Background: an optimization exercise with open tools, aiming at small area. Do not read the settings as production practice. Only simulation tests tie the RTL to the original design; equivalence was not proved. Power is estimated from default activity; no workload was simulated.

**config.mk**
```make
export PLATFORM = sky130hd
export DESIGN_NAME = ats_timer_array
export DESIGN_NICKNAME = ats_timer_array
export VERILOG_FILES = /design/flow/design.v
export SDC_FILE = /design/flow/constraint.sdc
export NUM_CORES = 8
export LEC_CHECK = 0
export ABC_AREA = 1
export CAP_MARGIN = 20
export CORE_MARGIN = 2
export CORE_UTILIZATION = 20
export PLACE_DENSITY = 0.28
export SLEW_MARGIN = 20
```
**constraint.sdc**
```tcl
create_clock -name core_clock -period 9.0 [get_ports {clk}]
set_input_delay 1.8000 -clock core_clock [delete_from_list [all_inputs] [get_ports {clk}]]
set_output_delay 1.8000 -clock core_clock [all_outputs]
set_load 0.01 [all_outputs]
```
**design.v**
```verilog
module ats_timer_array #(
    parameter int unsigned NUM_CLOCKS = 16,
    parameter int unsigned NUM_ALARMS = 24,
    parameter int unsigned CNT_W      = 16,
    parameter int unsigned PULSE_LEN  = 2
) (
    input  logic                  clk,
    input  logic                  reset,
    input  logic                  cmd_valid,
    output logic                  cmd_ready,
    input  logic [31:0]           cmd_data,
    output logic                  rsp_valid,
    output logic                  rsp_ack,
    output logic [NUM_ALARMS-1:0] alarm_pulse,
    output logic [NUM_ALARMS-1:0] alarm_pending,
    input  logic [NUM_ALARMS-1:0] pend_clr,
    output logic                  irq
);
    localparam logic [2:0] OP_NOP     = 3'b000;
    localparam logic [2:0] OP_SET_CLK = 3'b001;
    localparam logic [2:0] OP_CLK_EN  = 3'b010;
    localparam logic [2:0] OP_MODE    = 3'b011;
    localparam logic [2:0] OP_SET_ALM = 3'b101;
    localparam logic [2:0] OP_SET_TMR = 3'b110;
    localparam logic [2:0] OP_ALM_EN  = 3'b111;
    logic [2:0]            pre;
    logic                  active, clk_lock, alm_lock;
    logic [CNT_W-1:0]      cnt     [NUM_CLOCKS];
    logic [1:0]            rate    [NUM_CLOCKS];
    logic [NUM_CLOCKS-1:0] clk_en;
    logic [NUM_ALARMS-1:0] alm_en, alm_rep;
    logic [3:0]            alm_clk [NUM_ALARMS];
    logic [CNT_W-1:0]      alm_val [NUM_ALARMS];
    logic [3:0]            pcnt    [NUM_ALARMS];
    logic [2:0]       op;
    logic [3:0]       c_idx, ref_clk;
    logic [4:0]       a_idx;
    logic [CNT_W-1:0] cmd_val, ref_cnt;
    logic             c_idx_ok, a_idx_ok, ref_ok, cmd_ok, cmd_acc, cmd_do;
    logic             unused_cmd_bits;
    assign op       = cmd_data[31:29];
    assign c_idx    = cmd_data[28:25];
    assign a_idx    = cmd_data[28:24];
    assign ref_clk  = cmd_data[19:16];
    assign cmd_val  = cmd_data[CNT_W-1:0];
    assign c_idx_ok = ({1'b0, c_idx} < 5'(NUM_CLOCKS));
    assign a_idx_ok = ({1'b0, a_idx} < 6'(NUM_ALARMS));
    assign ref_ok   = ({1'b0, ref_clk} < 5'(NUM_CLOCKS));
    assign cmd_acc  = cmd_valid && cmd_ready;
    assign cmd_do   = cmd_acc && cmd_ok;
    assign unused_cmd_bits = ^cmd_data;
    always_comb begin
        cmd_ok = 1'b0;
        case (op)
            OP_NOP, OP_MODE:       cmd_ok = 1'b1;
            OP_SET_CLK, OP_CLK_EN: cmd_ok = c_idx_ok && !clk_lock;
            OP_SET_ALM:            cmd_ok = a_idx_ok && ref_ok && !alm_lock;
            OP_SET_TMR:            cmd_ok = a_idx_ok && ref_ok && !alm_lock && (cmd_val != '0);
            OP_ALM_EN:             cmd_ok = a_idx_ok && !alm_lock;
            default:               cmd_ok = 1'b0;
        endcase
    end
    always_comb begin
        ref_cnt = '0;
        for (int c = 0; c < NUM_CLOCKS; c++)
            if (ref_clk == 4'(c)) ref_cnt = cnt[c];
    end
    logic [3:0]            tick;
    logic [NUM_CLOCKS-1:0] clk_step, clk_set, clk_wen;
    assign tick = {&pre, &pre[1:0], pre[0], 1'b1};
    always_comb begin
        clk_step = '0;
        clk_set  = '0;
        clk_wen  = '0;
        for (int c = 0; c < NUM_CLOCKS; c++) begin
            clk_step[c] = active && clk_en[c] && tick[rate[c]];
            clk_set[c]  = cmd_do && (op == OP_SET_CLK) && (c_idx == 4'(c));
            clk_wen[c]  = cmd_do && (op == OP_CLK_EN) && (c_idx == 4'(c));
        end
    end
    logic [NUM_ALARMS-1:0] alm_wr, fire;
    always_comb begin : fire_detect
        logic [CNT_W-1:0] sel_cnt;
        logic             sel_step, sel_set;
        alm_wr = '0;
        fire   = '0;
        for (int i = 0; i < NUM_ALARMS; i++) begin
            sel_cnt  = '0;
            sel_step = 1'b0;
            sel_set  = 1'b0;
            for (int c = 0; c < NUM_CLOCKS; c++) begin
                if (alm_clk[i] == 4'(c)) begin
                    sel_cnt  = cnt[c];
                    sel_step = clk_step[c];
                    sel_set  = clk_set[c];
                end
            end
            alm_wr[i] = cmd_do && (a_idx == 5'(i)) &&
                        ((op == OP_SET_ALM) || (op == OP_SET_TMR) || (op == OP_ALM_EN));
            fire[i]   = alm_en[i] && sel_step && !sel_set && !alm_wr[i] &&
                        (CNT_W'(sel_cnt + CNT_W'(1)) == alm_val[i]);
        end
    end
    always_ff @(posedge clk) begin
        if (reset) begin
            pre           <= '0;
            active        <= 1'b1;
            clk_lock      <= 1'b0;
            alm_lock      <= 1'b0;
            cmd_ready     <= 1'b0;
            rsp_valid     <= 1'b0;
            rsp_ack       <= 1'b0;
            clk_en        <= '0;
            alm_en        <= '0;
            alm_rep       <= '0;
            alarm_pulse   <= '0;
            alarm_pending <= '0;
            for (int c = 0; c < NUM_CLOCKS; c++) begin
                cnt[c]  <= '0;
                rate[c] <= '0;
            end
            for (int i = 0; i < NUM_ALARMS; i++) begin
                alm_clk[i] <= '0;
                alm_val[i] <= '0;
                pcnt[i]    <= '0;
            end
        end else begin
            cmd_ready <= 1'b1;
            rsp_valid <= cmd_acc;
            rsp_ack   <= cmd_acc && cmd_ok;
            if (active) pre <= pre + 3'd1;
            if (cmd_do && (op == OP_MODE)) begin
                active   <= cmd_data[28];
                clk_lock <= cmd_data[27];
                alm_lock <= cmd_data[26];
            end
            for (int c = 0; c < NUM_CLOCKS; c++) begin
                if (clk_set[c]) begin
                    cnt[c]    <= cmd_val;
                    rate[c]   <= cmd_data[23:22];
                    clk_en[c] <= 1'b1;
                end else begin
                    if (clk_step[c]) cnt[c] <= cnt[c] + CNT_W'(1);
                    if (clk_wen[c])  clk_en[c] <= cmd_data[23];
                end
            end
            for (int i = 0; i < NUM_ALARMS; i++) begin
                if (alm_wr[i]) begin
                    alarm_pulse[i] <= 1'b0;
                    pcnt[i]        <= '0;
                    case (op)
                        OP_SET_ALM: begin
                            alm_en[i]  <= 1'b1;
                            alm_rep[i] <= cmd_data[23];
                            alm_clk[i] <= ref_clk;
                            alm_val[i] <= cmd_val;
                        end
                        OP_SET_TMR: begin
                            alm_en[i]  <= 1'b1;
                            alm_rep[i] <= 1'b0;
                            alm_clk[i] <= ref_clk;
                            alm_val[i] <= CNT_W'(ref_cnt + cmd_val);
                        end
                        default: alm_en[i] <= cmd_data[23];
                    endcase
                end else if (fire[i]) begin
                    alarm_pulse[i] <= 1'b1;
                    pcnt[i]        <= 4'(PULSE_LEN - 1);
                    if (!alm_rep[i]) alm_en[i] <= 1'b0;
                end else if (pcnt[i] != '0) begin
                    pcnt[i] <= pcnt[i] - 4'd1;
                end else begin
                    alarm_pulse[i] <= 1'b0;
                end
                if (fire[i])           alarm_pending[i] <= 1'b1;
                else if (pend_clr[i])  alarm_pending[i] <= 1'b0;
            end
        end
    end
    assign irq = |alarm_pending;
endmodule
```
**run.sh**
```bash
#!/bin/bash
# synth_recipe.tcl (not shown) runs the flow's synth.tcl, then flattens the netlist and writes it again
# the make line also repeats each setting of config.mk as NAME=value (left out here)
make -C /OpenROAD-flow-scripts/flow DESIGN_CONFIG=/design/flow/config.mk WORK_HOME=/design/flow/orfs CLKGATE_MAP_FILE= SYNTH_SCRIPT=/design/flow/synth_recipe.tcl finish
```
==> key figures, run 1 <==
Route
  – DRT antenna net count: 0
  – Vias per std cell: 5.715
  – DR WL/cell: 44.99 um
  – DR pass1 iterations: 6
  – DR iter-0 viols: 31,760
  – Vias: 177,900
  – WL final: 1401 mm
  – Drt drc: 0

GRT
  – Met3 usage: 17.59%
  – Global Route met1 Usage: 59.51%
  – Total GRT Usage: 44.85%
  – Largest net degree at the start of global routing: 133
  – GRT busiest layer: met1
  – Vias in the first global route: 152,000
  – Initial antenna violation count: 203
  – Met2 GRT Util: 59.32%
  – Grt total ovfl: 0
  – First-pass GRT wire length: 1748 mm

Clock tree
  – Post-CTS repair timing setup buffer count: 0
  – Clk root buf: clkbuf_16
  – Clock Path Buffers: 4
  – Htree depth: 4
  – Post_cts resized: 0
  – CTS Buf Count: 155
  – Clock transition at path regs: 0.05 ns
  – CTS tree: built
  – Skew-Pair Late Insertion Delay: 0.98 ns
  – # clock sinks: 985
  – Hold_buf cts: 0

Finish
  – Nets: 23,240
  – Layout cells sized above 1: 8.965%
  – Synthesis-to-layout area growth: 18.17%
  – Fillcell total: 68,920

Pwr
  – P per Cell Area: 93.36 mW/mm2
  – Design Power: 13.02 mW
  – Max VDD drop: 0.0001423 V
  – Leak pwr: 55.15 nW

Synthesis
  – Ys flop type: dfxtp_1
  – Mapped Nets: 23,170
  – Library cells used by synthesis: 61
  – Asr flop ratio synth: 0%
  – #FFs+latches synth: 985
  – Avg Synthesized Cell Area: 5.130 um2
  – Sequential area share after synthesis: 16.71%
  – Mapped Area: 0.1180 mm2
  – Post-synth EDFFs: 0
  – Area fraction of the dominant cell type after synthesis: 24.93%
  – Cell taking the most area after synthesis: nand2_1
  – Dominant cells by area after synthesis: nand2_1 25%, dfxtp_1 17%, nor2_1 8.6%, inv_1 7.8%, a21oi_1 6.7%
  – Synthesized instance count: 23,010
  – Synth warn: 6

Critical path
  – Slowest-stage cell, CP: o32ai_1
  – Crit path DAT: 9.16 ns
  – Critical path fanouts, max: 15
  – RR Startpoint: cnt[3][0]$_SDFFE_PP0P_
  – Worst path max stage delay: 0.68 ns
  – R2R Path End: pcnt[4][3]$_SDFFE_PP0P_
  – Critical path capture point type: flip-flop
  – R2R setup slack: 1.68 ns
  – FF-to-FF path depth: 25
  – Critical Path RT: 9.78 ns
  – WS Path Type: in2reg
  – CP startpoint kind: input pin

Timing
  – Fin. max-slew vios: 0
  – Fmax: 119.3 MHz
  – Clk_skew: 0.1081 ns
  – Endpoints failing setup: 0
  – Tcrit/Tclk final: 93.12%
  – Min setup slack post-route: 0.6196 ns
  – Hold Fails Final Rpt: 0
  – Setup TNS: 0 ns
  – RSZ-0062 raised after global routing: no
  – Crit path time final: 8.380 ns
  – Actual slew at the worst max-slew pin: 1.363 ns
  – Relative slew margins: 8.784%

Floorplanning
  – Starting Density: 20.04%
  – Die Ht: 772.2 um
  – Num ports: 111
  – Row cnt: 282
  – DIE AREA: 0.5962 mm2
  – Core area: 0.5889 mm2
  – Die X: 772.2 um

Hold path
  – Hold Path Sink: pcnt[13][1]$_SDFFE_PP0P_
  – Hold depth: 2
  – Worst Hold Class: reg2reg
  – Hold_sp: pcnt[13][1]$_SDFFE_PP0P_

Run
  – Maxcap violations: 0

Place
  – IO Port Bufs: 108
  – Placement Setup Slack: 0.05368 ns
  – Post-DP HPWL: 1079 mm
  – Placer Congestion: 1.091

Run status
  – Status: finished clean
-- where the power goes --
part	internal [mW]	switching, mW	total, mW
Combinational	0.600	1.30	1.90
Sequential	4.54	0.110	4.65
Clock	3.68	2.79	6.47
Total	8.82	4.20	13.0
-- per-layer routing --
layer / share of wire, % / wire length, um
met5: 0.074 / 1037
met4: 7.6 / 106000
met3: 12 / 174600
met2: 37 / 525100
met1: 42 / 594000
-- kinds of logic after synthesis --
logic type | Yosys count | synth area share (%)
flops | 985 | 16.71
simple gates | 13660 | 48.39
xor+xnor | 445 | 3.541
mux | 6 | 0.05089
fa+ha+maj | 106 | 1.130
buf+inv | 4083 | 13.22
compound gates | 3725 | 16.96
-- placed cells by master, fill, tap and decap left out, drive strengths merged, types with 144 or more instances in the layout --
cell / n
clkbuf: 215
o21ai: 1538
dfxtp: 985
inv: 2518
a21oi: 1579
clkinv: 144
xor2: 346
nand2: 7858
o22ai: 241
nand4: 962
buf: 1283
nor2: 2868
nor3: 285
nand3: 1524
-- cells in the mapped netlist, types with 241 or more instances --
master	instances
a21oi_1	1577
clkbuf_1	1233
dfxtp_1	985
inv_1	2448
nand2_1	7838
nand3_1	1513
nand4_1	959
nor2_1	2715
nor3_1	277
o21ai_0	1512
o22ai_1	241
xor2_1	346
-- through the flow --
stage / instances / utilization [%] / hold WS [ns] / area (um2)
final: 31130 / 23.68 / 0.4584 / 139500
after CTS: 31000 / 23.62 / 0.4607 / 139100
after global placement: 30730 / 22.75 / 0.4471 / 134000
after detailed placement: 30730 / 22.77 / 0.4519 / 134100
after global routing: 31040 / 23.64 / 0.4785 / 139200
after floorplan: 23010 / - / 0.4297 / 118000
-- state kept, by name, summed over array words and instances (netlist names) --
signal	cells
clk_en	16
alm_lock	1
rate	32
alarm_pulse	24
pre	3
alm_rep	24
alarm_pending	24
pcnt	96
cnt	256
active	1
clk_lock	1
alm_clk	96
rsp_valid	1
alm_val	384
cmd_ready	1
alm_en	24
rsp_ack	1
-- how the worst max path moves through the flow --
stage / start / end / slack [ns] / depth (start not counted)
floorplan: cmd_data[18] / alm_val[0][12]$_SDFFE_PP0P_ / 2.21 / 37
global placement: cmd_data[17] / alm_val[22][12]$_SDFFE_PP0P_ / 0.1 / 37
detailed placement: cmd_data[17] / alm_val[14][12]$_SDFFE_PP0P_ / 0.05 / 37
CTS: cmd_data[17] / alm_val[0][12]$_SDFFE_PP0P_ / 1.00 / 38
global route: cmd_data[18] / alm_val[0][13]$_SDFFE_PP0P_ / 0.39 / 34
finish: cmd_data[17] / alm_val[0][12]$_SDFFE_PP0P_ / 0.62 / 37
-- layout make-up --
type / count / area, um2 / share of cell area, %
diodes: 134 / 335.3 / 0.2404
clock buffers: 215 / 4409 / 3.162
clock inverters: 52 / 610.6 / 0.4378
inverters: 2622 / 9852 / 7.064
multi-input cells: 17940 / 83370 / 59.78
flip-flops and latches: 985 / 19780 / 14.19
well taps: 7810 / 9772 / 7.007
repair buffers: 1376 / 11330 / 8.127
-- worst max-delay path, delay by kind of cell --
family	cells	cell delay (ns)
AOI/OAI and AO/OA	17	3.72
and+or+nand+nor	8	0.94
adders and majority gates	1	0.32
xor gates and xnor gates	1	0.19
buffers and inverters	10	2.09
==> inputs of run 2 (changes only) <==
==> design.v (replaced) <==
module ats_timer_array #(
    parameter int unsigned NUM_CLOCKS = 16,
    parameter int unsigned NUM_ALARMS = 24,
    parameter int unsigned CNT_W      = 16,
    parameter int unsigned PULSE_LEN  = 2
) (
    input  logic                  clk,
    input  logic                  reset,
    input  logic                  cmd_valid,
    output logic                  cmd_ready,
    input  logic [31:0]           cmd_data,
    output logic                  rsp_valid,
    output logic                  rsp_ack,
    output logic [NUM_ALARMS-1:0] alarm_pulse,
    output logic [NUM_ALARMS-1:0] alarm_pending,
    input  logic [NUM_ALARMS-1:0] pend_clr,
    output logic                  irq
);
    localparam int NC = 16;
    localparam int NA = 24;
    localparam int W  = 16;
    localparam logic [2:0] OP_NOP     = 3'b000;
    localparam logic [2:0] OP_SET_CLK = 3'b001;
    localparam logic [2:0] OP_CLK_EN  = 3'b010;
    localparam logic [2:0] OP_MODE    = 3'b011;
    localparam logic [2:0] OP_SET_ALM = 3'b101;
    localparam logic [2:0] OP_SET_TMR = 3'b110;
    localparam logic [2:0] OP_ALM_EN  = 3'b111;
    logic [2:0]   pre;
    logic         active, clk_lock, alm_lock;
    logic [W-1:0] cnt   [NC];
    logic [1:0]   rate  [NC];
    logic [NC-1:0] clk_en;
    logic [W-1:0] dst  [NA];
    logic [3:0]   aclk  [NA];
    logic [NA-1:0] alm_en, alm_rep, pc;
    logic         ld_q;           
    logic [3:0]   ld_clk;         
    logic [W-1:0] xd;             
    logic [2:0]   op;
    logic [3:0]   c_idx, ref_clk;
    logic [4:0]   a_idx;
    logic [W-1:0] cmd_val;
    logic         cmd_ok, cmd_acc, cmd_do;
    assign op      = cmd_data[31:29];
    assign c_idx   = cmd_data[28:25];
    assign a_idx   = cmd_data[28:24];
    assign ref_clk = cmd_data[19:16];
    assign cmd_val = cmd_data[W-1:0];
    assign cmd_acc = cmd_valid && cmd_ready;
    assign cmd_do  = cmd_acc && cmd_ok && !reset;
    logic a_idx_ok;
    assign a_idx_ok = (a_idx < 5'd24);
    always_comb begin
        case (op)
            OP_NOP, OP_MODE:       cmd_ok = 1'b1;
            OP_SET_CLK, OP_CLK_EN: cmd_ok = !clk_lock;
            OP_SET_TMR:            cmd_ok = a_idx_ok && !alm_lock && (cmd_val != '0);
            OP_SET_ALM, OP_ALM_EN: cmd_ok = a_idx_ok && !alm_lock;
            default:               cmd_ok = 1'b0;
        endcase
    end
    logic do_setclk, do_clken, do_mode, do_alm, do_almld;
    assign do_setclk = cmd_do && (op == OP_SET_CLK);
    assign do_clken  = cmd_do && (op == OP_CLK_EN);
    assign do_mode   = cmd_do && (op == OP_MODE);
    assign do_alm    = cmd_do && op[2];
    assign do_almld  = do_alm && (op[1:0] != 2'b11);
    logic [3:0]    tick;
    logic [NC-1:0] clk_step, clk_set, stp;
    assign tick = {&pre, &pre[1:0], pre[0], 1'b1};
    always_comb begin
        for (int c = 0; c < NC; c++) begin
            clk_step[c] = active && clk_en[c] && tick[rate[c]];
            clk_set[c]  = do_setclk && (c_idx == 4'(c));
            stp[c]      = clk_step[c] && !clk_set[c];
        end
    end
    logic [3:0]   msel;
    logic [W-1:0] mcnt, sub_b, x, xr;
    logic         x_cin;
    assign msel  = op[2] ? ref_clk : c_idx;
    always_comb begin
        mcnt = '0;
        for (int c = 0; c < NC; c++)
            if (msel == 4'(c)) mcnt = cnt[c];
    end
    assign sub_b = (op[2:1] == 2'b11) ? '0 : mcnt;
    assign x_cin = op[2] ? !clk_step[ref_clk] : 1'b1;
    assign x     = cmd_val + ~sub_b + W'(x_cin);
    assign xr    = reset ? '0 : x;
    logic [NA-1:0] fire, wr;
    for (genvar i = 0; i < NA; i++) begin : g_alm
        logic         st, pend, wrl, rw, zero;
        logic [W:0]   cy;
        logic [W-1:0] opb, sum;
        assign st   = stp[aclk[i]];
        assign pend = ld_q && (aclk[i] == ld_clk);
        assign wr[i] = do_alm && (a_idx == 5'(i));
        assign wrl  = do_almld && (a_idx == 5'(i));
        assign rw   = reset || wrl;
        assign cy[0] = !st;
        for (genvar b = 0; b < W; b++) begin : g_fa
            assign opb[b]  = !(pend && xd[b]);
            assign sum[b]  = dst[i][b] ^ opb[b] ^ cy[b];
            assign cy[b+1] = (dst[i][b] & opb[b]) | (cy[b] & (dst[i][b] ^ opb[b]));
        end
        assign zero    = (sum == '0);
        assign fire[i] = alm_en[i] && st && !wr[i] && zero;
        always_ff @(posedge clk) begin
            dst[i] <= rw ? xr : sum;
            if (reset) begin
                aclk[i]    <= '0;
                alm_en[i]  <= 1'b0;
                alm_rep[i] <= 1'b0;
            end else if (wr[i]) begin
                if (wrl) begin
                    aclk[i]    <= ref_clk;
                    alm_en[i]  <= 1'b1;
                    alm_rep[i] <= !op[1] && cmd_data[23];
                end else begin
                    alm_en[i]  <= cmd_data[23];
                end
            end else if (fire[i] && !alm_rep[i]) begin
                alm_en[i] <= 1'b0;
            end
            pc[i]          <= !reset && fire[i];
            alarm_pulse[i] <= !reset && (fire[i] || (pc[i] && !wr[i]));
            if (reset)              alarm_pending[i] <= 1'b0;
            else if (fire[i])       alarm_pending[i] <= 1'b1;
            else if (pend_clr[i])   alarm_pending[i] <= 1'b0;
        end
    end
    logic [W-1:0] valr;
    assign valr = reset ? '0 : cmd_val;
    for (genvar c = 0; c < NC; c++) begin : g_clk
        logic [W:0]   ic;
        logic [W-1:0] inc;
        assign ic[0] = clk_step[c];
        for (genvar b = 0; b < W; b++) begin : g_inc
            assign inc[b]  = cnt[c][b] ^ ic[b];
            assign ic[b+1] = cnt[c][b] & ic[b];
        end
        always_ff @(posedge clk) begin
            cnt[c] <= (reset || clk_set[c]) ? valr : inc;
            if (reset) begin
                rate[c]   <= '0;
                clk_en[c] <= 1'b0;
            end else if (clk_set[c]) begin
                rate[c]   <= cmd_data[23:22];
                clk_en[c] <= 1'b1;
            end else if (do_clken && (c_idx == 4'(c))) begin
                clk_en[c] <= cmd_data[23];
            end
        end
    end
    always_ff @(posedge clk) begin
        if (reset) begin
            pre       <= '0;
            active    <= 1'b1;
            clk_lock  <= 1'b0;
            alm_lock  <= 1'b0;
            cmd_ready <= 1'b0;
            rsp_valid <= 1'b0;
            rsp_ack   <= 1'b0;
            ld_q      <= 1'b0;
        end else begin
            cmd_ready <= 1'b1;
            rsp_valid <= cmd_acc;
            rsp_ack   <= cmd_acc && cmd_ok;
            ld_q      <= do_setclk;
            if (active) pre <= pre + 3'd1;
            if (do_mode) begin
                active   <= cmd_data[28];
                clk_lock <= cmd_data[27];
                alm_lock <= cmd_data[26];
            end
        end
        ld_clk <= c_idx;
        xd     <= x;
    end
    assign irq = |alarm_pending;
endmodule
==> key figures, run 2 <==
Place
  – IO Port Bufs: 108 (unchanged)
  – Placer Congestion: 0.8560 (-22%)
  – Post-DP Area: 0.06595 mm2 (-51%)
  – Post-DP HPWL: 200.7 mm (-81%)

Critical path
  – Critical path fanouts, max: 6 (-9)
  – WS Path Type: in2reg
  – CP startpoint kind: input pin
  – RR Startpoint: pre[0]$_SDFFE_PP0P_
  – Crit path DAT: 10.75 ns (+1.59 ns)
  – Critical Path RT: 9.65 ns (-0.13 ns)
  – FF-to-FF path depth: 39 (+56%)
  – Critical path capture point type: flip-flop
  – R2R setup slack: -0.28 ns (-1.96 ns)
  – Cell mode on critical path: fa_2
  – Slowest-stage cell, CP: fa_1
  – R2R Path End: alm_en[11]$_SDFFE_PP0P_
  – Worst path max stage delay: 0.58 ns (-0.10 ns)

Synthesis
  – Post-synth EDFFs: 0 (unchanged)
  – Synth warn: 5 (-1)
  – Asr flop ratio synth: 0% (unchanged)
  – Library cells used by synthesis: 59 (-3.3%)
  – Avg Synthesized Cell Area: 7.645 um2 (+49%)
  – Synthesized instance count: 7,198 (-69%)
  – Ys flop type: dfxtp_1
  – Cell taking the most area after synthesis: dfxtp_1
  – Leading cell type by number of instances after synthesis: nand2_1
  – Area fraction of the dominant cell type after synthesis: 33.98% (+9.0 points)
  – Mapped Area: 0.05503 mm2 (-53%)
  – Sequential area share after synthesis: 33.98% (+17 points)
  – Leading post-synthesis cells by instance count: 1,066 x nand2_1, 996 x nand3_1, 934 x dfxtp_1
  – Dominant cells by area after synthesis: dfxtp_1 34%, fa_1 13%, nand3_1 9.1%, nand2_1 7.3%, o21ai_0 6.8%
  – #FFs+latches synth: 934 (-5.2%)
  – Mapped Nets: 7,875 (-66%)

Clock tree
  – Skew-Pair Late Insertion Delay: 0.83 ns (-0.15 ns)
  – Htree depth: 4 (unchanged)
  – Clock Path Buffers: 4 (unchanged)
  – CTS Buf Count: 140 (-9.7%)
  – Clock transition at path regs: 0.06 ns (about the same)
  – # clock sinks: 934 (-5.2%)
  – Hold_buf cts: 0 (unchanged)
  – Clk root buf: clkbuf_16
  – CTS tree: built

Hold path
  – Hold depth: 2 (unchanged)
  – Hold Path Sink: alarm_pulse[16]$_DFF_P_
  – Worst Hold Class: reg2reg
  – Hold_sp: pc[16]$_DFF_P_

Route
  – DRT antenna net count: 0 (unchanged)
  – DR pass1 iterations: 6 (unchanged)
  – WL final: 283.1 mm (-80%)
  – DR iter-0 viols: 3,850 (-88%)
  – DR WL/cell: 24.51 um (-46%)
  – Vias: 52,610 (-70%)
  – Drt drc: 0 (unchanged)
  – Vias per std cell: 4.554 (-20%)

Timing
  – Actual slew at the worst max-slew pin: 1.202 ns (-0.1610 ns)
  – Relative slew margins: 19.59% (+11 points)
  – Min setup slack post-route: -1.104 ns (-1.724 ns)
  – Fmax: 98.97 MHz (-17%)
  – Clk_skew: 0.06361 ns (-0.04449 ns)
  – Hold Fails Final Rpt: 0 (unchanged)
  – Crit path time final: 10.10 ns (+1.724 ns)
  – Endpoints failing setup: 140 (+140)
  – RSZ-0062 raised after global routing: yes
  – Fin. max-slew vios: 0 (unchanged)
  – Tcrit/Tclk final: 112.3% (+19 points)

Finish
  – Fillcell total: 29,530 (-57%)
  – Nets: 8,526 (-63%)
  – Final core occ: 27.35% (+3.7 points)
  – Most frequent cells in the layout: 1,015 x nand2_1, 933 x dfxtp_1, 746 x nand3_1, 745 x o21ai_0, 739 x inv_1
  – Final Cell Area: 0.07484 mm2 (-46%)
  – Max reg flops: 384 (unchanged)
  – Top Registers: dst (384), cnt (256), aclk (96)
  – Synthesis-to-layout area growth: 36.00%
  – Commonest non-fill, non-tap cell in the layout: nand2_1
  – Layout cells sized above 1: 25.19% (+16 points)
  – Top reg by flops: dst

GRT
  – Initial antenna violation count: 28 (-86%)
  – Total GRT Usage: 19.89% (-25 points)
  – Vias in the first global route: 53,070 (-65%)
  – Largest net degree at the start of global routing: 110 (-17%)
  – Grt total ovfl: 0 (unchanged)
  – First-pass GRT wire length: 400.8 mm (-77%)

Floorplanning
  – Die Ht: 528.6 um (-32%)
  – Starting Density: 20.11% (+0.072 points)
  – Die X: 528.6 um (-32%)
  – DIE AREA: 0.2794 mm2 (-53%)
  – Core area: 0.2736 mm2 (-54%)
  – Num ports: 111 (unchanged)
  – Row cnt: 192 (-32%)

Run status
  – Layout check faults: negative setup slack
  – Status: failed layout checks

Pwr
  – Max VDD drop: 0.0001150 V (-19%)
  – Leak pwr: 30.68 nW (-44%)
  – P per Cell Area: 182.7 mW/mm2 (+96%)
  – Design Power: 13.67 mW (+5.0%)

Run
  – Maxcap violations: 0 (unchanged)
## run 2: worst max-delay path, delay by kind of cell
family | cells | cell delay, ns
fa+ha+maj | 15 | 5.42
simple gates | 19 | 2.17
buf+inv | 11 | 1.26
compound gates | 1 | 0.06
## run 2: through the flow
step	setup TNS (ns)	hold WS, ns	instances	worst slack, ns
5_1_grt	-134.50	0.4749	11550	-1.429
3_3_place_gp	-458.96	0.4462	11180	-2.911
6_report	-91.03	0.4522	11550	-1.104
4_1_cts	-106.83	0.4413	11470	-1.306
3_5_place_dp	-456.73	0.4421	11180	-2.928
2_1_floorplan	-85.26	0.4326	7198	-0.9154
## run 2: power breakdown
group	internal, mW	total [mW]	switching (mW)
sequential	4.52	4.68	0.163
clock	3.45	5.70	2.25
combinational	0.918	3.30	2.38
total	8.89	13.7	4.79
## run 2: cells by family after synthesis
kind of cell	synth area share [%]
and+or+nand+nor	25.06
AOI/OAI and AO/OA	11.51
adders and majority gates	18.99
buffers and inverters	9.144
xor gates and xnor gates	1.321
DFF	33.98
## run 2: worst max-delay path by stage
stage | start | to | slack [ns] | cells after the start
finish | cmd_data[8] | alm_en[3]$_SDFFE_PP0P_ | -1.10 | 46
global route | cmd_data[3] | alm_en[11]$_SDFFE_PP0P_ | -1.43 | 48
CTS | cmd_data[15] | alarm_pending[1]$_SDFFE_PP0P_ | -1.31 | 46
detailed placement | cmd_data[15] | alarm_pending[1]$_SDFFE_PP0P_ | -2.93 | 44
global placement | cmd_data[15] | alarm_pending[14]$_SDFFE_PP0P_ | -2.91 | 45
floorplan | cmd_data[31] | alm_en[4]$_SDFFE_PP0P_ | -0.92 | 40
## run 2: timing repair
action,in CTS,in global routing
buffers inserted,39,72
cloned,4,6
endpoints found under the setup margin,205,173
pin swaps,93,141
gates resized for setup,379,456
## run 2: area by class of cell
type / instances / area [um2] / share of cell area (%)
Clock buffer: 210 / 4130 / 5.519
Antenna cell: 11 / 27.53 / 0.03678
Clock inverter: 34 / 466.7 / 0.6236
Sequential cell: 934 / 18700 / 24.99
Inverter: 862 / 3286 / 4.390
Tap cell: 3589 / 4491 / 6.000
Timing Repair Buffer: 938 / 8568 / 11.45
Multi-Input combinational cell: 4973 / 35170 / 47.00
## run 2: per-layer routing
layer  share of wire, %  track usage (%)
met1                 47            27.36
met4                2.8            5.326
met5             0.0088                0
met3                4.2            2.160
met2                 46            32.83
==> inputs of run 3 (changes only) <==
--- a/design.v
+++ b/design.v
@@ -36,5 +36,7 @@
     logic [NA-1:0] alm_en, alm_rep, pc;
-    logic         ld_q;           
-    logic [3:0]   ld_clk;         
-    logic [W-1:0] xd;             
+    logic [NA-1:0] pend;          
+    logic         wl_q;           
+    logic         rst_q;          
+    logic [4:0]   wl_alm;         
+    logic [W-1:0] xd;
     logic [2:0]   op;
@@ -69,3 +71,3 @@
     logic [3:0]    tick;
-    logic [NC-1:0] clk_step, clk_set, stp;
+    logic [NC-1:0] clk_step, clk_set;
     assign tick = {&pre, &pre[1:0], pre[0], 1'b1};
@@ -75,3 +77,2 @@
             clk_set[c]  = do_setclk && (c_idx == 4'(c));
-            stp[c]      = clk_step[c] && !clk_set[c];
         end
@@ -88,25 +89,26 @@
     assign sub_b = (op[2:1] == 2'b11) ? '0 : mcnt;
-    assign x_cin = op[2] ? !clk_step[ref_clk] : 1'b1;
+    assign x_cin = !clk_step[msel];
     assign x     = cmd_val + ~sub_b + W'(x_cin);
-    assign xr    = reset ? '0 : x;
+    assign xr    = reset ? '0 : (op[2] ? x : ~x);
     logic [NA-1:0] fire, wr;
     for (genvar i = 0; i < NA; i++) begin : g_alm
-        logic         st, pend, wrl, rw, zero;
+        logic         st, ld, pw, pa, zero;
         logic [W:0]   cy;
-        logic [W-1:0] opb, sum;
-        assign st   = stp[aclk[i]];
-        assign pend = ld_q && (aclk[i] == ld_clk);
+        logic [W-1:0] opa, opb, sum;
+        assign st    = clk_step[aclk[i]];
+        assign pw    = rst_q || (wl_q && (wl_alm == 5'(i)));
+        assign pa    = pw || pend[i];
+        assign ld    = do_setclk && (aclk[i] == c_idx);
         assign wr[i] = do_alm && (a_idx == 5'(i));
-        assign wrl  = do_almld && (a_idx == 5'(i));
-        assign rw   = reset || wrl;
         assign cy[0] = !st;
         for (genvar b = 0; b < W; b++) begin : g_fa
-            assign opb[b]  = !(pend && xd[b]);
-            assign sum[b]  = dst[i][b] ^ opb[b] ^ cy[b];
-            assign cy[b+1] = (dst[i][b] & opb[b]) | (cy[b] & (dst[i][b] ^ opb[b]));
+            assign opa[b]  = dst[i][b] || pw;
+            assign opb[b]  = xd[b] || !pa;
+            assign sum[b]  = opa[b] ^ opb[b] ^ cy[b];
+            assign cy[b+1] = (opa[b] & opb[b]) | (cy[b] & (opa[b] ^ opb[b]));
         end
         assign zero    = (sum == '0);
-        assign fire[i] = alm_en[i] && st && !wr[i] && zero;
+        assign fire[i] = alm_en[i] && st && !ld && !wr[i] && zero;
         always_ff @(posedge clk) begin
-            dst[i] <= rw ? xr : sum;
+            dst[i] <= sum;
             if (reset) begin
@@ -116,3 +118,3 @@
             end else if (wr[i]) begin
-                if (wrl) begin
+                if (op[1:0] != 2'b11) begin
                     aclk[i]    <= ref_clk;
@@ -127,2 +129,3 @@
             pc[i]          <= !reset && fire[i];
+            pend[i]        <= ld;
             alarm_pulse[i] <= !reset && (fire[i] || (pc[i] && !wr[i]));
@@ -165,3 +168,2 @@
             rsp_ack   <= 1'b0;
-            ld_q      <= 1'b0;
         end else begin
@@ -170,3 +172,2 @@
             rsp_ack   <= cmd_acc && cmd_ok;
-            ld_q      <= do_setclk;
             if (active) pre <= pre + 3'd1;
@@ -178,4 +179,6 @@
         end
-        ld_clk <= c_idx;
-        xd     <= x;
+        wl_alm <= a_idx;
+        rst_q  <= reset;
+        wl_q   <= do_almld;
+        xd     <= xr;
     end
==> key figures, run 3 <==
Synthesis
  – Largest family of logic cells by synthesized area: simple AND/OR/NAND/NOR gates
  – Sequential area share after synthesis: 36.40% (+2.4 points)
  – Asr flop ratio synth: 0% (unchanged)
  – Cell taking the most area after synthesis: dfxtp_1
  – Synthesized instance count: 6,440 (-11%)
  – Synth warn: 5 (unchanged)
  – Avg Synthesized Cell Area: 8.199 um2 (+7.2%)
  – Leading cell type by number of instances after synthesis: nand2_1
  – Post-synth EDFFs: 0 (unchanged)
  – Library cells used by synthesis: 59 (unchanged)
  – Ys flop type: dfxtp_1
  – Mapped Nets: 7,117 (-9.6%)
  – Adder-Cell Fraction of Synth Area: 19.79% (+0.80 points)
  – Mapped Area: 0.05280 mm2 (-4.0%)
  – Post-Synth XOR/XNOR Area: 2.519% (+1.2 points)
  – Mux share of post-synthesis cell area: 0% (unchanged)
  – Leading post-synthesis cells by instance count: 1,302 x nand2_1, 960 x dfxtp_1, 553 x inv_1
  – Dominant cells by area after synthesis: dfxtp_1 36%, fa_1 14%, nand2_1 9.3%, ha_1 6.1%, o21ai_0 4.8%
  – Synth Area in Compound Gates: 11.31% (-0.20 points)
  – Area fraction of the dominant cell type after synthesis: 36.40% (+2.4 points)
  – Post-Synth Simple-Gate Area: 22.92% (-2.1 points)
  – #FFs+latches synth: 960 (+2.8%)

Clock tree
  – CTS Buf Count: 139 (-0.71%)
  – Skew-Pair Late Insertion Delay: 0.79 ns (-0.04 ns)
  – Clk root buf: clkbuf_16
  – Htree depth: 4 (unchanged)
  – Clock transition at path regs: 0.05 ns (about the same)
  – CTS tree: built
  – Clock Path Buffers: 3 (-1)
  – # clock sinks: 960 (+2.8%)

Floorplanning
  – DIE AREA: 0.2681 mm2 (-4.0%)
  – Row cnt: 188 (-2.1%)
  – Starting Density: 20.12% (about the same)
  – Num ports: 111 (unchanged)
  – Die X: 517.8 um (-2.0%)
  – Core area: 0.2625 mm2 (-4.1%)
  – Die Ht: 517.8 um (-2.0%)

GRT
  – Largest net degree at the start of global routing: 69 (-37%)
  – Initial antenna violation count: 12 (-57%)
  – First-pass GRT wire length: 311.7 mm (-22%)
  – Vias in the first global route: 44,080 (-17%)
  – Total GRT Usage: 15.79% (-4.1 points)
  – Grt total ovfl: 0 (unchanged)

Finish
  – Top reg by flops: dst
  – Max reg flops: 384 (unchanged)
  – Storage element area: 0.01922 mm2 (+2.8%)
  – Synthesis-to-layout area growth: 27.03%
  – Most frequent cells in the layout: 1,264 x nand2_1, 958 x dfxtp_1, 486 x inv_1, 445 x o21ai_0, 415 x a21oi_1
  – Fillcell total: 28,580 (-3.2%)
  – Layout cells sized above 1: 23.67% (-1.5 points)
  – Commonest non-fill, non-tap cell in the layout: nand2_1
  – Area of the multi-input gates: 0.03139 mm2 (-11%)
  – Top Registers: dst (384), cnt (256), aclk (96)
  – Final Cell Area: 0.06708 mm2 (-10%)
  – Nets: 7,508 (-12%)

Timing
  – Crit path time final: 8.835 ns (-1.269 ns)
  – Setup TNS: 0 ns (+91.03 ns)
  – Actual slew at the worst max-slew pin: 1.167 ns (-0.03537 ns)
  – RSZ-0062 raised after global routing: yes
  – Endpoints failing setup: 0 (-100%)
  – Fin. max-slew vios: 0 (unchanged)
  – Min setup slack post-route: 0.1648 ns (+1.269 ns)
  – Clk_skew: 0.03456 ns (-0.02905 ns)
  – Hold Fails Final Rpt: 0 (unchanged)
  – Fmax: 113.2 MHz (+14%)
  – Tcrit/Tclk final: 98.17% (-14 points)
  – Relative slew margins: 21.92% (+2.3 points)

Critical path
  – Crit path DAT: 9.48 ns (-1.27 ns)
  – Critical path fanouts, max: 7 (+1)
  – WS Path Type: reg2reg
  – Worst path max stage delay: 0.48 ns (-0.10 ns)
  – Critical path depth: 43 (-6.5%)
  – Crit path buf inv count: 9 (-2)
  – Slowest-stage cell, CP: fa_1
  – Critical path capture point type: flip-flop
  – Cell mode on critical path: fa_2
  – CP startpoint kind: flip-flop
  – Top Family by Delay on Critical Path: adder cells
  – FF-to-FF path depth: 43 (+10%)
  – Critical Path RT: 9.64 ns (about the same)

Hold path
  – Worst Hold Class: reg2reg
  – Hold depth: 2 (unchanged)

Route
  – Drt drc: 0 (unchanged)
  – DR iter-0 viols: 2,303 (-40%)
  – DR WL/cell: 20.52 um (-16%)
  – Vias: 43,620 (-17%)
  – DR pass1 iterations: 5 (-1)
  – DRT antenna net count: 0 (unchanged)
  – WL final: 214.5 mm (-24%)
  – Vias per std cell: 4.173 (-8.4%)

Run status
  – Status: finished clean

Pwr
  – Leak pwr: 27.26 nW (-11%)
  – Max VDD drop: 0.0001802 V (+57%)
  – P per Cell Area: 229.5 mW/mm2 (+26%)
  – Design Power: 15.39 mW (+13%)

Place
  – Placer Congestion: 0.8146 (-4.8%)
  – Placement Setup Slack: -1.055 ns (+1.873 ns)
  – Post-DP Area: 0.06007 mm2 (-8.9%)
  – IO Port Bufs: 108 (unchanged)
  – Post-DP HPWL: 153.7 mm (-23%)

Run
  – Maxcap violations: 0 (unchanged)
-- run 3: changes by cell type after synthesis, moves of 33 or more --
cell | previous run | this run
a21oi_1 | 238 | 419
nand3_1 | 996 | 253
o22ai_1 | 63 | 8
nor2_1 | 658 | 389
nand4_1 | 148 | 85
nand2_1 | 1066 | 1302
xnor2_1 | 8 | 42
clkbuf_1 | 312 | 194
inv_1 | 801 | 553
xor2_1 | 75 | 108
nor4_1 | 45 | 91
o21ai_1 | 61 | 146
o21ai_0 | 745 | 509
or2_2 | 4 | 302
-- run 3: layer usage --
metal | track usage (%) | vias up | part of all wire [%]
met2 | 26.10 | 639 | 47
li1 | - | 21660 | -
met5 | 0 | - | 0.0042
met1 | 21.30 | 21070 | 47
met3 | 2.296 | 249 | 3.5
met4 | 4.403 | 2 | 2.6
-- run 3: metrics by stage --
stage | instances | util [%] | hold slack [ns]
after floorplan | 6440 | - | 0.4147
after global placement | 10120 | 22.88 | 0.4230
after detailed placement | 10120 | 22.88 | 0.4310
after CTS | 10410 | 25.10 | 0.4396
after global routing | 10450 | 25.55 | 0.4510
final | 10450 | 25.55 | 0.4351
-- run 3: final cells by class --
| type | instances | area share, % |
|---|---|---|
| repair buffers | 580 | 7.890 |
| clock buffers | 205 | 6.129 |
| well taps | 3515 | 6.556 |
| inverters | 593 | 3.380 |
| multi-input cells | 4557 | 46.80 |
| clock inverters | 41 | 0.5838 |
| flip-flops and latches | 960 | 28.65 |
| diodes | 3 | 0.01119 |
-- run 3: path summary, 6_finish.rpt --
check                           slack [ns]           startpoint                      end
worst min register to register        0.44       pc[18]$_DFF_P_  alarm_pulse[18]$_DFF_P_
worst min-delay path                  0.44       pc[18]$_DFF_P_  alarm_pulse[18]$_DFF_P_
worst max register to register        0.16  pre[1]$_SDFFE_PP0P_  alm_en[13]$_SDFFE_PP0P_
worst max-delay path                  0.16  pre[1]$_SDFFE_PP0P_  alm_en[13]$_SDFFE_PP0P_
-- run 3: repair_timing --
item / in CTS / in global routing
pin swaps: 126 / 238
endpoints found under the setup margin: 113 / 97
resized for setup: 331 / 313
hold buffers: 0 / 0
gates cloned: 3 / 0
setup buffers: 37 / 45
-- run 3: cell families (layout without fill, tap and decap cells) --
group,count (synthesis),after routing
AO/OA/AOI/OAI,1152,1152
adder cells (fa/ha/maj),618,618
buffers and inverters,923,1419
AND/OR/NAND/NOR,2636,2636
flip-flops,960,960
XOR/XNOR,151,151
other,0,3
-- run 3: worst register-to-register path, delay by kind of cell (launching register included) --
family	cells	cell delay, ns
adders and majority gates	17	5.69
buffers and inverters	9	0.88
AOI/OAI and AO/OA	4	0.34
DFF	1	0.35
and+or+nand+nor	13	1.45
-- run 3: power breakdown --
group	internal [mW]	total, mW	leakage, nW	switching, mW
clock network	3.23	5.50	2.23	2.27
registers	5.29	5.53	7.95	0.238
logic	1.83	4.37	17.1	2.54
total	10.3	15.4	27.3	5.05
==> inputs of run 4 (changes only) <==
--- a/design.v
+++ b/design.v
@@ -70,9 +70,24 @@
     assign do_almld  = do_alm && (op[1:0] != 2'b11);
-    logic [3:0]    tick;
-    logic [NC-1:0] clk_step, clk_set;
-    assign tick = {&pre, &pre[1:0], pre[0], 1'b1};
+    logic [2:0]    pre_d;
+    logic          active_d;
+    logic [3:0]    tick_d;
+    logic [1:0]    rate_d [NC];
+    logic [NC-1:0] clk_step, clk_set, en_d, step_d;
+    assign pre_d    = reset ? 3'd0 : (active ? pre + 3'd1 : pre);
+    assign active_d = reset || (do_mode ? cmd_data[28] : active);
+    assign tick_d   = {&pre_d, &pre_d[1:0], pre_d[0], 1'b1};
     always_comb begin
         for (int c = 0; c < NC; c++) begin
-            clk_step[c] = active && clk_en[c] && tick[rate[c]];
-            clk_set[c]  = do_setclk && (c_idx == 4'(c));
+            clk_set[c] = do_setclk && (c_idx == 4'(c));
+            if (reset) begin
+                rate_d[c] = '0;
+                en_d[c]   = 1'b0;
+            end else if (clk_set[c]) begin
+                rate_d[c] = cmd_data[23:22];
+                en_d[c]   = 1'b1;
+            end else begin
+                rate_d[c] = rate[c];
+                en_d[c]   = (do_clken && (c_idx == 4'(c))) ? cmd_data[23] : clk_en[c];
+            end
+            step_d[c] = active_d && en_d[c] && tick_d[rate_d[c]];
         end
@@ -147,12 +162,6 @@
         always_ff @(posedge clk) begin
-            cnt[c] <= (reset || clk_set[c]) ? valr : inc;
-            if (reset) begin
-                rate[c]   <= '0;
-                clk_en[c] <= 1'b0;
-            end else if (clk_set[c]) begin
-                rate[c]   <= cmd_data[23:22];
-                clk_en[c] <= 1'b1;
-            end else if (do_clken && (c_idx == 4'(c))) begin
-                clk_en[c] <= cmd_data[23];
-            end
+            cnt[c]      <= (reset || clk_set[c]) ? valr : inc;
+            rate[c]     <= rate_d[c];
+            clk_en[c]   <= en_d[c];
+            clk_step[c] <= step_d[c];
         end
@@ -160,5 +169,5 @@
     always_ff @(posedge clk) begin
+        pre    <= pre_d;
+        active <= active_d;
         if (reset) begin
-            pre       <= '0;
-            active    <= 1'b1;
             clk_lock  <= 1'b0;
@@ -172,5 +181,3 @@
             rsp_ack   <= cmd_acc && cmd_ok;
-            if (active) pre <= pre + 3'd1;
             if (do_mode) begin
-                active   <= cmd_data[28];
                 clk_lock <= cmd_data[27];
==> key figures, run 4 <==
Run status
  – Status: finished clean

Critical path
  – Worst path max stage delay: 0.50 ns (+0.02 ns)
  – CP Launch Point: clk_step[5]$_DFF_P_
  – Critical path depth: 34 (-21%)
  – Slowest-stage cell, CP: fa_1
  – RR Startpoint: clk_step[5]$_DFF_P_
  – Critical path capture point type: flip-flop
  – FF-to-FF path depth: 34 (-21%)
  – Worst Setup EP: alm_en[10]$_SDFFE_PP0P_
  – Critical Path RT: 9.64 ns (about the same)
  – R2R setup slack: 0.43 ns (+0.27 ns)
  – Cell mode on critical path: fa_1
  – Top Family by Delay on Critical Path: adder cells
  – CP startpoint kind: flip-flop
  – R2R Path End: alm_en[10]$_SDFFE_PP0P_
  – Crit path DAT: 9.21 ns (-0.27 ns)
  – Critical path fanouts, max: 4 (-3)
  – Crit path buf inv count: 8 (-1)
  – WS Path Type: reg2reg

Floorplanning
  – Die Ht: 520.7 um (+0.55%)
  – Row cnt: 189 (+0.53%)
  – DIE AREA: 0.2711 mm2 (+1.1%)
  – Starting Density: 20.12% (about the same)
  – Die X: 520.7 um (+0.55%)
  – Num ports: 111 (unchanged)
  – Core area: 0.2653 mm2 (+1.1%)

Synthesis
  – Avg Synthesized Cell Area: 8.185 um2 (-0.17%)
  – Area fraction of the dominant cell type after synthesis: 36.59% (+0.20 points)
  – Ys flop type: dfxtp_1
  – Dominant cells by area after synthesis: dfxtp_1 37%, fa_1 14%, nand2_1 8.9%, ha_1 6.0%, o21ai_0 5.5%
  – Sequential area share after synthesis: 36.59% (+0.20 points)
  – Mapped Area: 0.05339 mm2 (+1.1%)
  – Asr flop ratio synth: 0% (unchanged)
  – Mapped Nets: 7,199 (+1.2%)
  – #FFs+latches synth: 976 (+1.7%)
  – Leading post-synthesis cells by instance count: 1,266 x nand2_1, 976 x dfxtp_1, 584 x o21ai_0
  – Cell taking the most area after synthesis: dfxtp_1
  – Leading cell type by number of instances after synthesis: nand2_1
  – Library cells used by synthesis: 57 (-3.4%)
  – Synth warn: 6 (+1)
  – Synthesized instance count: 6,523 (+1.3%)
  – Post-synth EDFFs: 0 (unchanged)

Timing
  – Actual slew at the worst max-slew pin: 1.134 ns (-0.03264 ns)
  – Relative slew margins: 23.80% (+1.9 points)
  – Fin. max-slew vios: 0 (unchanged)
  – Tcrit/Tclk final: 95.19% (-3.0 points)
  – Crit path time final: 8.567 ns (-0.2680 ns)
  – Hold Fails Final Rpt: 0 (unchanged)
  – Fmax: 116.7 MHz (+3.1%)
  – Clk_skew: 0.07077 ns (+0.03621 ns)
  – Endpoints failing setup: 0 (unchanged)
  – Hold slack: 0.4421 ns (+0.006984 ns)
  – Setup TNS: 0 ns (unchanged)

Hold path
  – Worst Hold Class: reg2reg

Clock tree
  – # clock sinks: 976 (+1.7%)
  – CTS Buf Count: 139 (unchanged)
  – CTS tree: built
  – Skew-Pair Late Insertion Delay: 0.81 ns (+0.02 ns)
  – Htree depth: 4 (unchanged)
  – Clock Path Buffers: 3 (unchanged)
  – Hold_buf cts: 0 (unchanged)
  – Clk root buf: clkbuf_16
  – Clock transition at path regs: 0.06 ns (about the same)

Route
  – DRT antenna net count: 0 (unchanged)
  – DR pass1 iterations: 5 (unchanged)
  – Vias: 43,540 (-0.18%)
  – Vias per std cell: 4.179 (+0.15%)
  – DR iter-0 viols: 2,328 (+1.1%)
  – WL final: 212.8 mm (-0.79%)
  – Drt drc: 0 (unchanged)
  – DR WL/cell: 20.43 um (-0.47%)

Finish
  – Commonest non-fill, non-tap cell in the layout: nand2_1
  – Max reg flops: 384 (unchanged)
  – Final Cell Area: 0.06595 mm2 (-1.7%)
  – Top Registers: dst (384), cnt (256), aclk (96)
  – Top reg by flops: dst
  – Layout cells sized above 1: 17.27% (-6.4 points)
  – Most frequent cells in the layout: 1,249 x nand2_1, 973 x dfxtp_1, 556 x o21ai_0, 548 x inv_1, 433 x nor2_1
  – Nets: 7,458 (-0.67%)
  – Fillcell total: 28,990 (+1.4%)
  – Synthesis-to-layout area growth: 23.53%

Place
  – Placer Congestion: 0.7932 (-2.6%)
  – Post-DP HPWL: 153.1 mm (-0.38%)
  – IO Port Bufs: 108 (unchanged)
  – Post-DP Area: 0.06048 mm2 (+0.68%)

GRT
  – First-pass GRT wire length: 311.7 mm (about the same)
  – Largest net degree at the start of global routing: 109 (+58%)
  – Grt total ovfl: 0 (unchanged)
  – Initial antenna violation count: 13 (+1)
  – Vias in the first global route: 44,660 (+1.3%)
  – Total GRT Usage: 15.63% (-0.16 points)

Pwr
  – P per Cell Area: 233.0 mW/mm2 (+1.5%)
  – Design Power: 15.36 mW (-0.19%)
  – Leak pwr: 26.75 nW (-1.9%)
  – Max VDD drop: 0.0001695 V (-5.9%)

Run
  – Maxcap violations: 0 (unchanged)
## run 4: changes by cell type after synthesis, moves of 16 or more
| cell | change |
|---|---|
| inv_2 | -16 |
| nor3_1 | +30 |
| o21ai_1 | -97 |
| nor2_1 | +62 |
| a211oi_1 | +26 |
| o21ai_0 | +75 |
| nand2_1 | -36 |
| nand3b_1 | -27 |
| nand3_1 | +28 |
| inv_1 | +24 |
| nor4_1 | +24 |
| dfxtp_1 | +16 |
| nand2_2 | -16 |
| nand4_1 | -16 |
## run 4: per-layer routing
layer | vias up | track usage [%] | part of all wire [%]
met2 | 594 | 26.31 | 47
met3 | 220 | 1.943 | 2.8
met5 | - | 0 | 0
li1 | 21690 | - | -
met1 | 21040 | 21.29 | 48
met4 | 0 | 3.337 | 2.0
## run 4: worst min path at each step
stage / depth (start not counted) / startpoint / to / slack, ns
final: 2 / pc[4]$_DFF_P_ / alarm_pulse[4]$_DFF_P_ / 0.44
after floorplan: 2 / pc[4]$_DFF_P_ / alarm_pulse[4]$_DFF_P_ / 0.41
after global placement: 2 / pc[4]$_DFF_P_ / alarm_pulse[4]$_DFF_P_ / 0.44
after detailed placement: 2 / pc[4]$_DFF_P_ / alarm_pulse[4]$_DFF_P_ / 0.43
after CTS: 2 / pc[9]$_DFF_P_ / alarm_pulse[9]$_DFF_P_ / 0.45
after global routing: 2 / pc[9]$_DFF_P_ / alarm_pulse[9]$_DFF_P_ / 0.47
## run 4: cell families after synthesis
logic type	share of synthesized area, %
AOI/OAI and AO/OA	11.28
DFF	36.59
and+or+nand+nor	22.92
adders and majority gates	19.55
xor gates and xnor gates	2.559
buffers and inverters	7.084
muxes	0.01875
## run 4: final cells by class
type | count | area, um2 | area share (%)
Clock buffer | 212 | 4063 | 6.160
Multi-Input combinational cell | 4602 | 30780 | 46.67
Timing Repair Buffer | 465 | 4329 | 6.564
Antenna cell | 4 | 10.01 | 0.01518
Tap cell | 3533 | 4420 | 6.702
Sequential cell | 976 | 19540 | 29.63
Inverter | 598 | 2266 | 3.436
Clock inverter | 30 | 539.3 | 0.8176
## run 4: worst register-to-register path: cells and delay by family (launching register included)
family,cells,cell delay (ns)
flops,1,0.35
simple gates,8,1.07
fa+ha+maj,15,5.78
compound gates,3,0.37
buf+inv,8,0.85
## run 4: power by group
group,internal [mW],switching [mW]
sequential,5.37,0.236
combinational,1.67,2.49
clock,3.26,2.34
total,10.3,5.06
## run 4: repair_timing
| action | CTS | global route |
|---|---|---|
| pin swaps | 16 | 32 |
| endpoints found under the setup margin | 55 | 79 |
| gates resized for setup | 64 | 190 |
| setup buffers | 3 | 13 |
## run 4: stage by stage
step | util (%) | instances | setup WS, ns
finish | 24.86 | 10420 | 0.4328
global route | 24.86 | 10420 | -0.003000
CTS | 24.60 | 10400 | 0.0006581
detailed placement | 22.80 | 10160 | -0.3383
global placement | 22.79 | 10160 | -0.3974
floorplan | - | 6523 | 0.6547
==> inputs of run 5 (changes only) <==
--- a/config.mk
+++ b/config.mk
@@ -10,4 +10,7 @@
 export CORE_MARGIN = 2
-export CORE_UTILIZATION = 20
-export PLACE_DENSITY = 0.28
+export CORE_UTILIZATION = 50
+export CTS_BUF_LIST = sky130_fd_sc_hd__clkbuf_4 sky130_fd_sc_hd__clkbuf_8
+export CTS_CLUSTER_DIAMETER = 50
+export CTS_CLUSTER_SIZE = 20
+export PLACE_DENSITY = 0.65
 export SLEW_MARGIN = 20
==> key figures, run 5 <==
Timing
  – Hold Fails Final Rpt: 0 (unchanged)
  – Crit path time final: 8.627 ns (+0.05966 ns)
  – Fmax: 115.9 MHz (-0.69%)
  – Fin. max-slew vios: 0 (unchanged)
  – Relative slew margins: 30.46% (+6.7 points)
  – Tcrit/Tclk final: 95.85% (+0.66 points)
  – Clk_skew: 0.05527 ns (-0.01550 ns)
  – Endpoints failing setup: 0 (unchanged)
  – Setup TNS: 0 ns (unchanged)
  – Actual slew at the worst max-slew pin: 1.042 ns (-0.09220 ns)

GRT
  – Total GRT Usage: 28.09% (+12 points)
  – Initial antenna violation count: 8 (-5)
  – Largest net degree at the start of global routing: 83 (-24%)
  – Grt total ovfl: 0 (unchanged)
  – First-pass GRT wire length: 239.2 mm (-23%)
  – Vias in the first global route: 42,470 (-4.9%)

Floorplanning
  – DIE AREA: 0.1094 mm2 (-60%)
  – Row cnt: 119 (-37%)
  – Die Ht: 330.8 um (-36%)
  – Starting Density: 50.58% (+30 points)
  – Num ports: 111 (unchanged)
  – Die X: 330.8 um (-36%)
  – Core area: 0.1056 mm2 (-60%)

Route
  – Top sig layer: met5
  – WL final: 153.6 mm (-28%)
  – Vias: 43,800 (+0.58%)
  – DR pass1 iterations: 6 (+1)
  – DR WL/cell: 19.01 um (-7.0%)
  – DR WL met2: 70.69 mm (-30%)
  – Drt drc: 0 (unchanged)
  – DR iter-0 viols: 3,134 (+35%)
  – Met1 WL: 65.27 mm (-36%)
  – DRT antenna net count: 0 (unchanged)
  – Met3 Routed Length: 9.902 mm (+64%)
  – Vias per std cell: 5.421 (+30%)

Synthesis
  – Library cells used by synthesis: 57 (unchanged)
  – Synthesized instance count: 6,523 (unchanged)
  – Mapped Area: 0.05339 mm2 (unchanged)
  – Ys flop type: dfxtp_1
  – Avg Synthesized Cell Area: 8.185 um2 (unchanged)
  – Post-Synth XOR/XNOR Area: 2.559% (unchanged)
  – Area fraction of the dominant cell type after synthesis: 36.59% (unchanged)
  – Mux share of post-synthesis cell area: 0.01875% (unchanged)
  – Sequential area share after synthesis: 36.59% (unchanged)
  – Leading post-synthesis cells by instance count: 1,266 x nand2_1, 976 x dfxtp_1, 584 x o21ai_0
  – Dominant cells by area after synthesis: dfxtp_1 37%, fa_1 14%, nand2_1 8.9%, ha_1 6.0%, o21ai_0 5.5%
  – #FFs+latches synth: 976 (unchanged)
  – Mapped Nets: 7,199 (unchanged)
  – Asr flop ratio synth: 0% (unchanged)
  – Post-synth EDFFs: 0 (unchanged)
  – Cell taking the most area after synthesis: dfxtp_1
  – Post-Synth Simple-Gate Area: 22.92% (unchanged)
  – Largest family of logic cells by synthesized area: simple AND/OR/NAND/NOR gates
  – Adder-Cell Fraction of Synth Area: 19.55% (unchanged)
  – Synth warn: 6 (unchanged)
  – Synth Area in Compound Gates: 11.28% (unchanged)
  – Leading cell type by number of instances after synthesis: nand2_1

Clock tree
  – Clock transition at path regs: 0.10 ns (+0.04 ns)
  – CTS Buf Count: 117 (-16%)
  – CTS tree: built
  – Clock Path Buffers: 3 (unchanged)
  – Clk root buf: clkbuf_8
  – # clock sinks: 976 (unchanged)
  – Hold_buf cts: 0 (unchanged)
  – Skew-Pair Late Insertion Delay: 0.81 ns (about the same)
  – Htree depth: 3 (-1)

Place
  – IO Port Bufs: 108 (unchanged)
  – Placer Congestion: 0.9024 (+14%)
  – Post-DP HPWL: 106.2 mm (-31%)
  – Post-DP Area: 0.05625 mm2 (-7.0%)

Finish
  – Max reg flops: 384 (unchanged)
  – Synthesis-to-layout area growth: 11.76%
  – Final Cell Area: 0.05967 mm2 (-9.5%)
  – Top Registers: dst (384), cnt (256), aclk (96)
  – Nets: 7,266 (-2.6%)
  – Top reg by flops: dst
  – Commonest non-fill, non-tap cell in the layout: nand2_1
  – Most frequent cells in the layout: 1,250 x nand2_1, 967 x dfxtp_1, 574 x o21ai_0, 563 x inv_1, 433 x nor2_1
  – Layout cells sized above 1: 14.63% (-2.6 points)

Run status
  – Status: finished clean

Critical path
  – Worst path max stage delay: 0.50 ns (about the same)
  – Critical Path RT: 9.74 ns (+0.10 ns)
  – Crit path DAT: 9.36 ns (+0.15 ns)
  – CP startpoint kind: flip-flop
  – WS Path Type: reg2reg
  – R2R setup slack: 0.37 ns (-0.06 ns)
  – Critical path capture point type: flip-flop
  – Slowest-stage cell, CP: fa_1
  – Cell mode on critical path: fa_1
  – Critical path fanouts, max: 4 (unchanged)

Pwr
  – P per Cell Area: 220.7 mW/mm2 (-5.3%)
  – Max VDD drop: 0.0001275 V (-25%)
  – Leak pwr: 25.04 nW (-6.4%)

Hold path
  – Worst Hold Class: reg2reg

Run
  – Maxcap violations: 0 (unchanged)
[run 5: cell types whose count changed in the layout (fill, tap and decap cells not counted), moves of 15 or more]
cell / previous run / this run
buf_12: 44 / 19
buf_4: 302 / 161
clkbuf_1: 42 / 0
clkbuf_16: 139 / 0
clkbuf_8: 31 / 133
fa_1: 246 / 279
fa_2: 116 / 83
inv_1: 548 / 563
o21ai_0: 556 / 574
o21ai_1: 74 / 58
[run 5: timing repair]
action,in CTS,in global routing
setup buffers,3,6
endpoints found under the setup margin,12,65
pin swaps,2,34
gates resized for setup,18,168
gates cloned,0,0
[run 5: worst paths after layout]
kind | cells past startpoint | from | to
hold / removal | 2 | pc[4]$_DFF_P_ | alarm_pulse[4]$_DFF_P_
hold reg to reg | 2 | pc[4]$_DFF_P_ | alarm_pulse[4]$_DFF_P_
setup / recovery | 32 | clk_step[6]$_DFF_P_ | alarm_pending[14]$_SDFFE_PP0P_
setup reg to reg | 32 | clk_step[6]$_DFF_P_ | alarm_pending[14]$_SDFFE_PP0P_
[run 5: cell type report]
cell class / count / area [um2]
multi-input combinational: 4602 / 30580
antenna: 3 / 7.507
clock buffer: 145 / 1921
clock inverter: 69 / 883.3
timing repair buffer: 295 / 2725
sequential: 976 / 19550
fill: 9734 / 45890
inverter: 598 / 2260
tap: 1391 / 1740
[run 5: stage by stage]
stage,total power [mW],utilization (%),cells,worst slack (ns),hold WS (ns)
5_1_grt,14.03,56.52,8077,-0.02718,0.4661
3_5_place_dp,9.422,53.29,7851,-0.03846,0.4246
6_report,13.17,56.53,8079,0.3731,0.4481
3_3_place_gp,9.254,53.29,7851,0.05722,0.4225
2_1_floorplan,8.266,-,6523,0.6547,0.4147
4_1_cts,13.15,56.02,8068,0.003283,0.4399
[run 5: where the power goes]
part	switching [mW]	internal (mW)	total (mW)
sequential	0.239	5.36	5.59
combinational	2.29	1.57	3.85
clock	1.87	1.85	3.72
[run 5: worst max-delay path: cells and delay by family, from the launching register on]
family                   cells  cell delay, ns
AO/OA/AOI/OAI                2            0.22
adder cells (fa/ha/maj)     15            5.81
buffers and inverters        8            1.01
flip-flops                   1            0.37
AND/OR/NAND/NOR              7            1.15
[run 5: per-layer routing]
| layer | up-vias | GRT usage (%) |
|---|---|---|
| met5 | - | 0 |
| met4 | 8 | 12.48 |
| met3 | 382 | 4.521 |
| met2 | 1373 | 46.28 |
| met1 | 20740 | 36.41 |
| li1 | 21290 | - |
[run 5: logic make-up after synthesis]
family,count (synthesis)
multiplexers,1
flip-flops,976
XOR/XNOR,156
AND/OR/NAND/NOR,2684
buffers and inverters,945
adder cells (fa/ha/maj),617
AO/OA/AOI/OAI,1144

-- afterwards: timing with drivers on the ports --
How much do the figures lean on ideal ports? The routed layouts below were timed once more, with nothing changed but the port constraints.
Step 1 (the two cells are an assumption about what drives the block):
set clk [get_ports {clk}]
set_driving_cell -lib_cell sky130_fd_sc_hd__clkbuf_16 $clk
set_driving_cell -lib_cell sky130_fd_sc_hd__buf_2 [delete_from_list [all_inputs] $clk]
Step 2, shift: input delay + t, output delay - t, t = (earliest + latest rising clock arrival at the registers) / 2. This alone moves slack from input paths to output paths.
a / b / c = ideal / step 1 / step 2; a / b = the first two.
run	t (ns)	setup WS [ns]	slew at the worst register clock pin (ns)	pins driven straight from the clock port
run 1	1.074	0.620 / 0.731 / -0.343	0.09 / 0.09	1
run 2	0.888	-1.104 / -1.064 / -1.952	0.06 / 0.06	1
run 3	0.865	0.165 / 0.165 / 0.165	0.06 / 0.06	1
run 4	0.861	0.433 / 0.433 / 0.433	0.06 / 0.06	1
run 5	0.853	0.373 / 0.373 / 0.373	0.10 / 0.10	1
With both steps, setup timing fails in run 1, where it was met with ideal ports. The setup slack of run 1, which loses most, moves by +0.111 ns with the drivers and by -0.963 ns with both steps.
